This design comes from an exercise in tuning for small area, a short achievable clock period and few clock cycles per item on the open sky130 flow, not from production work. At most, simulation tests tie the RTL to the original design; equivalence was not proved. Power is estimated from default activity; no workload was simulated.

Setup of run 2:
==> module prefix_add, before the edit <==
module prefix_add #(
  parameter int W = 32
) (
  input  logic [W-1:0] a,
  input  logic [W-1:0] b,
  output logic [W-1:0] sum
);
  localparam int L = $clog2(W);
  logic [W-1:0] p0;
  logic [W-1:0] g;
  logic [W-1:0] p;
  always_comb begin
    p0 = a ^ b;
    g  = a & b;
    p  = p0;
    for (int l = 0; l < L; l++) begin
      for (int i = 0; i < W; i++) begin
        if ((i + 1) % (2 << l) == 0) begin
          g[i] = g[i] | (p[i] & g[i - (1 << l)]);
          p[i] = p[i] & p[i - (1 << l)];
        end
      end
    end
    for (int l = L - 2; l >= 0; l--) begin
      for (int i = 0; i < W; i++) begin
        if (i >= (2 << l) && (i + 1) % (2 << l) == (1 << l)) begin
          g[i] = g[i] | (p[i] & g[i - (1 << l)]);
          p[i] = p[i] & p[i - (1 << l)];
        end
      end
    end
    sum[0] = p0[0];
    for (int i = 1; i < W; i++) sum[i] = p0[i] ^ g[i-1];
  end
endmodule
==> flow/config.mk <==
export PLATFORM = sky130hd
export DESIGN_NAME = tomasulo_core
export DESIGN_NICKNAME = tomasulo_core
export VERILOG_FILES = /design/flow/design.v
export SDC_FILE = /design/flow/constraint.sdc
export NUM_CORES = 4
export LEC_CHECK = 0
export CAP_MARGIN = 20
export CORE_MARGIN = 2
export CORE_UTILIZATION = 60
export SETUP_SLACK_MARGIN = 1.5
export SLEW_MARGIN = 20
==> flow/constraint.sdc <==
create_clock -name core_clock -period 5.0 [get_ports {clk}]
set_input_delay 1.0000 -clock core_clock [delete_from_list [all_inputs] [get_ports {clk}]]
set_output_delay 1.0000 -clock core_clock [all_outputs]
set_load 0.01 [all_outputs]
standard.sh (not shown) runs the stock make flow with config.mk's settings and CLKGATE_MAP_FILE= SYNTH_SCRIPT=/design/flow/synth_recipe.tcl, a recipe that flattens the netlist after the stock synthesis.
==> flow/flow/run.sh <==
#!/bin/bash
# The standard layout with two changes: plain buffers (buf_1) on the ports
# in place of the delay cells that buffer_ports picks by default, and a clock
# tree built from larger sink clusters without dummy balancing loads.
# Each tool's output is kept in standard_flow.log here and in ORFS's own logs
# under orfs/logs.
set -euo pipefail
export BUFFER_PORTS_ARGS="-buffer_cell sky130_fd_sc_hd__buf_1"
export CTS_ARGS="-sink_clustering_enable -repair_clock_nets -dont_use_dummy_load -sink_clustering_size 30 -sink_clustering_max_diameter 150"
bash standard.sh > standard_flow.log 2>&1
Edits applied to the flow inputs when going from run 2 to run 5:
--- a/flow/design.v
+++ b/flow/design.v
@@ -37,33 +37,26 @@
   input  logic [W-1:0] b,
   output logic [W-1:0] sum
 );
   localparam int L = $clog2(W);
-  logic [W-1:0] p0;
-  logic [W-1:0] g;
-  logic [W-1:0] p;
-  always_comb begin
-    p0 = a ^ b;
-    g  = a & b;
-    p  = p0;
+  logic [W-1:0] g [L+1];
+  logic [W-1:0] p [L+1];
+  always_comb begin
+    g[0] = a & b;
+    p[0] = a ^ b;
     for (int l = 0; l < L; l++) begin
       for (int i = 0; i < W; i++) begin
-        if ((i + 1) % (2 << l) == 0) begin
-          g[i] = g[i] | (p[i] & g[i - (1 << l)]);
-          p[i] = p[i] & p[i - (1 << l)];
+        if (i >= (1 << l)) begin
+          g[l+1][i] = g[l][i] | (p[l][i] & g[l][i - (1 << l)]);
+          p[l+1][i] = p[l][i] & p[l][i - (1 << l)];
+        end else begin
+          g[l+1][i] = g[l][i];
+          p[l+1][i] = p[l][i];
         end
       end
     end
-    for (int l = L - 2; l >= 0; l--) begin
-      for (int i = 0; i < W; i++) begin
-        if (i >= (2 << l) && (i + 1) % (2 << l) == (1 << l)) begin
-          g[i] = g[i] | (p[i] & g[i - (1 << l)]);
-          p[i] = p[i] & p[i - (1 << l)];
-        end
-      end
-    end
-    sum[0] = p0[0];
-    for (int i = 1; i < W; i++) sum[i] = p0[i] ^ g[i-1];
+    sum[0] = p[0][0];
+    for (int i = 1; i < W; i++) sum[i] = p[0][i] ^ g[L][i-1];
   end
 endmodule
 `default_nettype wire
 `timescale 1ns/10ps
--- outcome ---
Comparing run 5 and run 2, synthesis-to-layout area growth is lower on run 5.
Vias: run 5 more than run 2
Against run 2 as the reference, run 5 delivers a lower sequential share of layout area.
Run 5 ends up with a standard cell core area that is 3.3% higher than in run 2.
Run 5: done, clean on timing, DRC and antenna
Going from run 2 to run 5, half-perimeter wire length of the detailed placement result moved up, cell internal power dissipation flat, portion of the layout cell area used by non-clock buffers went down by 0.67 points, final non-filler cell area now larger, flip-flop and latch count after synthesis essentially unchanged.
Relative to run 2, area occupied by multi-input gates has increased by about 11% in run 5.
No functional check of the RTL was part of any run of this note.

* * *

Setup of the previous run:
The RTL this note starts from:
==> flow/design.v <==
`timescale 1ns/10ps
`default_nettype none
module add_unit (
  input  logic               clk,
  input  logic               rst_n,
  input  logic               step_b,
  input  logic [2:0]         wr_dest,
  input  logic [32-1:0] rd_data,
  output logic [32-1:0] sum,
  output logic               cdb_valid,
  output logic [2:0]         cdb_dest,
  output logic [32-1:0] cdb_data
);
  logic [32-1:0] acc_q;
  prefix_add #(.W(32)) adder_inst (
    .a   (step_b ? acc_q : '0),
    .b   (rd_data),
    .sum (sum)
  );
  always_ff @(posedge clk) begin
    acc_q    <= sum;
    cdb_dest <= wr_dest;
  end
  always_ff @(posedge clk) begin
    if (!rst_n) cdb_valid <= 1'b0;
    else cdb_valid <= step_b;
  end
  assign cdb_data = acc_q;
endmodule
module prefix_add #(
  parameter int W = 32
) (
  input  logic [W-1:0] a,
  input  logic [W-1:0] b,
  output logic [W-1:0] sum
);
  localparam int L = $clog2(W);
  logic [W-1:0] g [L+1];
  logic [W-1:0] p [L+1];
  always_comb begin
    g[0] = a & b;
    p[0] = a ^ b;
    for (int l = 0; l < L; l++) begin
      for (int i = 0; i < W; i++) begin
        if ((i >> l) & 1) begin
          g[l+1][i] = g[l][i] | (p[l][i] & g[l][((i >> l) << l) - 1]);
          p[l+1][i] = p[l][i] & p[l][((i >> l) << l) - 1];
        end else begin
          g[l+1][i] = g[l][i];
          p[l+1][i] = p[l][i];
        end
      end
    end
    sum[0] = p[0][0];
    for (int i = 1; i < W; i++) sum[i] = p[0][i] ^ g[L][i-1];
  end
endmodule
`default_nettype wire
`timescale 1ns/10ps
`default_nettype none
module reg_file (
  input  logic                 clk,
  input  logic                 rst_n,
  input  logic                 wr_en,
  input  logic [2:0]           wr_dest,
  input  logic [32-1:0]   wr_data,
  input  logic [8-2:0] rd_sel_d,
  output logic [32-1:0]   rd_data,
  input  logic [2:0]           dbg_sel,
  output logic [32-1:0]   dbg_data
);
  logic [32-1:0]   regs [1:8-1];
  logic [8-2:0] fresh;
  logic [8-2:0] fresh_d;
  logic [8-2:0] wr_oh;
  logic [8-2:0] rd_sel;
  logic                 rd_fresh;
  logic [8-2:0] dbg_oh;
  always_comb begin
    for (int i = 1; i < 8; i++) wr_oh[i-1] = wr_en && (wr_dest == 3'(i));
    fresh_d = rst_n ? (fresh & ~wr_oh) : '1;
  end
  always_ff @(posedge clk) begin
    fresh    <= fresh_d;
    rd_sel   <= rd_sel_d & ~fresh_d;
    rd_fresh <= |(rd_sel_d & fresh_d);
  end
  always_comb begin
    rd_data = 32'(1) & {32{rd_fresh}};
    for (int i = 1; i < 8; i++) rd_data |= rd_sel[i-1] ? regs[i] : '0;
  end
  always_comb begin
    for (int i = 1; i < 8; i++) dbg_oh[i-1] = (dbg_sel == 3'(i));
    dbg_data = 32'(1) & {32{|(dbg_oh & fresh)}};
    for (int i = 1; i < 8; i++) dbg_data |= (dbg_oh[i-1] && !fresh[i-1]) ? regs[i] : '0;
  end
  always_ff @(posedge clk) begin
    for (int i = 1; i < 8; i++) begin
      if (wr_oh[i-1]) regs[i] <= wr_data;
    end
  end
endmodule
`default_nettype wire
`timescale 1ns/10ps
`default_nettype none
module issue_ctrl (
  input  logic                 clk,
  input  logic                 rst_n,
  input  logic                 instr_req,
  input  logic [11:0]          instr,
  output logic                 instr_ack,
  output logic [8-2:0] rd_sel_d,
  output logic                 step_a,
  output logic                 step_b,
  output logic [2:0]           wr_dest
);
  localparam logic [2:0] OP_ADDF = 3'b011;
  logic       req_q;
  logic       new_req;
  logic [2:0] b_q;
  logic [8-2:0] a_oh;
  logic [8-2:0] b_oh;
  always_comb begin
    for (int i = 1; i < 8; i++) begin
      a_oh[i-1] = (instr[5:3] == 3'(i));
      b_oh[i-1] = (b_q == 3'(i));
    end
  end
  assign instr_ack = instr_req;
  assign new_req   = instr_req && !req_q;
  always_ff @(posedge clk) req_q <= instr_req;
  always_ff @(posedge clk) begin
    if (!rst_n) begin
      step_a <= 1'b0;
      step_b <= 1'b0;
    end else begin
      step_a <= new_req && (instr[11:9] == OP_ADDF);
      step_b <= step_a;
    end
  end
  always_ff @(posedge clk) begin
    if (new_req) begin
      b_q     <= instr[2:0];
      wr_dest <= instr[8:6];
    end
  end
  assign rd_sel_d = new_req ? a_oh : b_oh;
endmodule
`default_nettype wire
`timescale 1ns/10ps
`default_nettype none
module tomasulo_core (
  input  logic               clk,
  input  logic               rst_n,
  input  logic               instr_req,
  input  logic [11:0]        instr,
  output logic               instr_ack,
  output logic               cdb_valid,
  output logic [2:0]         cdb_dest,
  output logic [32-1:0] cdb_data,
  input  logic [2:0]         dbg_sel,
  output logic [32-1:0] dbg_data
);
  logic [8-2:0] rd_sel_d;
  logic [32-1:0] rd_data;
  logic               step_a;
  logic               step_b;
  logic [2:0]         wr_dest;
  logic [32-1:0] sum;
  issue_ctrl issue_ctrl_inst (
    .clk       (clk),
    .rst_n     (rst_n),
    .instr_req (instr_req),
    .instr     (instr),
    .instr_ack (instr_ack),
    .rd_sel_d  (rd_sel_d),
    .step_a    (step_a),
    .step_b    (step_b),
    .wr_dest   (wr_dest)
  );
  reg_file reg_file_inst (
    .clk      (clk),
    .rst_n    (rst_n),
    .wr_en    (step_b),
    .wr_dest  (wr_dest),
    .wr_data  (sum),
    .rd_sel_d (rd_sel_d),
    .rd_data  (rd_data),
    .dbg_sel  (dbg_sel),
    .dbg_data (dbg_data)
  );
  add_unit add_unit_inst (
    .clk       (clk),
    .rst_n     (rst_n),
    .step_b    (step_b),
    .wr_dest   (wr_dest),
    .rd_data   (rd_data),
    .sum       (sum),
    .cdb_valid (cdb_valid),
    .cdb_dest  (cdb_dest),
    .cdb_data  (cdb_data)
  );
endmodule
`default_nettype wire
export LEC_CHECK = 0
export CAP_MARGIN = 20
export CORE_MARGIN = 2
export CORE_UTILIZATION = 60
export SETUP_SLACK_MARGIN = 1.5
export SLEW_MARGIN = 20
create_clock -name core_clock -period 5.0 [get_ports {clk}]
Scripts as last shown in full above: flow/flow/run.sh
#### Input delta (the current run over the previous run)
diff --git a/flow/design.v b/flow/design.v
--- a/flow/design.v
+++ b/flow/design.v
@@ -2,20 +2,23 @@
 `default_nettype none
 module add_unit (
   input  logic               clk,
   input  logic               rst_n,
   input  logic               step_b,
+  input  logic               fwd_d,
   input  logic [2:0]         wr_dest,
   input  logic [32-1:0] rd_data,
-  output logic [32-1:0] sum,
   output logic               cdb_valid,
   output logic [2:0]         cdb_dest,
   output logic [32-1:0] cdb_data
 );
   logic [32-1:0] acc_q;
+  logic [32-1:0] sum;
+  logic               fwd_q;
+  always_ff @(posedge clk) fwd_q <= fwd_d;
   prefix_add #(.W(32)) adder_inst (
-    .a   (step_b ? acc_q : '0),
+    .a   ((step_b || fwd_q) ? acc_q : '0),
     .b   (rd_data),
     .sum (sum)
   );
   always_ff @(posedge clk) begin
     acc_q    <= sum;
@@ -63,10 +66,11 @@
   input  logic                 rst_n,
   input  logic                 wr_en,
   input  logic [2:0]           wr_dest,
   input  logic [32-1:0]   wr_data,
   input  logic [8-2:0] rd_sel_d,
+  input  logic                 fwd_d,
   output logic [32-1:0]   rd_data,
   input  logic [2:0]           dbg_sel,
   output logic [32-1:0]   dbg_data
 );
   logic [32-1:0]   regs [1:8-1];
@@ -80,12 +84,12 @@
     for (int i = 1; i < 8; i++) wr_oh[i-1] = wr_en && (wr_dest == 3'(i));
     fresh_d = rst_n ? (fresh & ~wr_oh) : '1;
   end
   always_ff @(posedge clk) begin
     fresh    <= fresh_d;
-    rd_sel   <= rd_sel_d & ~fresh_d;
-    rd_fresh <= |(rd_sel_d & fresh_d);
+    rd_sel   <= fwd_d ? '0 : (rd_sel_d & ~fresh_d);
+    rd_fresh <= !fwd_d && |(rd_sel_d & fresh_d);
   end
   always_comb begin
     rd_data = 32'(1) & {32{rd_fresh}};
     for (int i = 1; i < 8; i++) rd_data |= rd_sel[i-1] ? regs[i] : '0;
   end
@@ -110,11 +114,12 @@
   input  logic [11:0]          instr,
   output logic                 instr_ack,
   output logic [8-2:0] rd_sel_d,
   output logic                 step_a,
   output logic                 step_b,
-  output logic [2:0]           wr_dest
+  output logic [2:0]           wr_dest,
+  output logic                 fwd_d
 );
   localparam logic [2:0] OP_ADDF = 3'b011;
   logic       req_q;
   logic       new_req;
   logic [2:0] b_q;
@@ -143,10 +148,11 @@
       b_q     <= instr[2:0];
       wr_dest <= instr[8:6];
     end
   end
   assign rd_sel_d = new_req ? a_oh : b_oh;
+  assign fwd_d = new_req && step_b && (instr[5:3] == wr_dest) && (wr_dest != '0);
 endmodule
 `default_nettype wire
 `timescale 1ns/10ps
 `default_nettype none
 module tomasulo_core (
@@ -164,40 +170,42 @@
   logic [8-2:0] rd_sel_d;
   logic [32-1:0] rd_data;
   logic               step_a;
   logic               step_b;
   logic [2:0]         wr_dest;
-  logic [32-1:0] sum;
+  logic               fwd_d;
   issue_ctrl issue_ctrl_inst (
     .clk       (clk),
     .rst_n     (rst_n),
     .instr_req (instr_req),
     .instr     (instr),
     .instr_ack (instr_ack),
     .rd_sel_d  (rd_sel_d),
     .step_a    (step_a),
     .step_b    (step_b),
-    .wr_dest   (wr_dest)
+    .wr_dest   (wr_dest),
+    .fwd_d     (fwd_d)
   );
   reg_file reg_file_inst (
     .clk      (clk),
     .rst_n    (rst_n),
-    .wr_en    (step_b),
-    .wr_dest  (wr_dest),
-    .wr_data  (sum),
+    .wr_en    (cdb_valid),
+    .wr_dest  (cdb_dest),
+    .wr_data  (cdb_data),
     .rd_sel_d (rd_sel_d),
+    .fwd_d    (fwd_d),
     .rd_data  (rd_data),
     .dbg_sel  (dbg_sel),
     .dbg_data (dbg_data)
   );
   add_unit add_unit_inst (
     .clk       (clk),
     .rst_n     (rst_n),
     .step_b    (step_b),
+    .fwd_d     (fwd_d),
     .wr_dest   (wr_dest),
     .rd_data   (rd_data),
-    .sum       (sum),
     .cdb_valid (cdb_valid),
     .cdb_dest  (cdb_dest),
     .cdb_data  (cdb_data)
   );
 endmodule
==> comparison <==
On total power of the final layout, the current run tracks the previous run almost exactly.
Of the two values seen for slowest stage cell on the critical path, sky130_fd_sc_hd__a221o_2 was produced by the previous run and sky130_fd_sc_hd__a222oi_1 by the current run.
Non-clock buffer count came out lower on the current run than on the previous run.
Compared with the previous run, the current run shows total routed wire length on the met1 layer that has gone up slightly.
The current run against the previous run; met2 wirelength from detailed routing is down by a few percent.
Final cell area: the current run below the previous run
As of the current run, total nets after synthesis had risen slightly compared to the previous run.
Per the comparison of the current run with the previous run, sequential portion of the cell area went up 1.8 points, area overhead of the layout relative to synthesis now sits lower.
Diff the previous run..the current run | combinational group share of total power | negligible
Diff the previous run -> the current run: power in combinational cells up 6.6%, post-route clock skew up 0.0076 ns.
When the current run is set beside the previous run, its critical path depth in cells turns out to be 5 smaller.
Relative to the previous run, the sequential cell count measured on the current run has increased slightly.
Testbench counts of the current run, summed over its fixed seeds: cycles 6,412, items 3,200.
Only the layout flow was run in the previous run; the RTL was not checked for function there.

static timing again, ports no longer ideal:
No port has a modelled driver above. Below, the same layouts with a new extraction and two added sets of constraints.
Step 1 (the two cells are an assumption about what drives the block):
set clk [get_ports {clk}]
set_driving_cell -lib_cell sky130_fd_sc_hd__clkbuf_16 $clk
set_driving_cell -lib_cell sky130_fd_sc_hd__buf_2 [delete_from_list [all_inputs] $clk]
Step 2, shift: input delay + t, output delay - t, t = (earliest + latest rising clock arrival at the registers) / 2. This alone moves slack from input paths to output paths.
Three values: ideal, step 1, step 2; two values: the first two.
run | t (ns) | setup WS [ns] | slew at the worst register clock pin (ns)
run 2 | 0.532 | 1.529 / 1.529 / 1.529 | 0.12 / 0.12
run 5 | 0.516 | 1.480 / 1.457 / 1.457 | 0.11 / 0.11
the previous run | 0.516 | 1.457 / 1.457 / 1.457 | 0.11 / 0.11
the current run | 0.523 | 1.598 / 1.572 / 1.572 | 0.11 / 0.11
After both steps setup and hold are still met in every run listed. For the current run, which loses most, drivers alone change the setup slack by -0.026 ns; drivers and shift together by -0.026 ns.
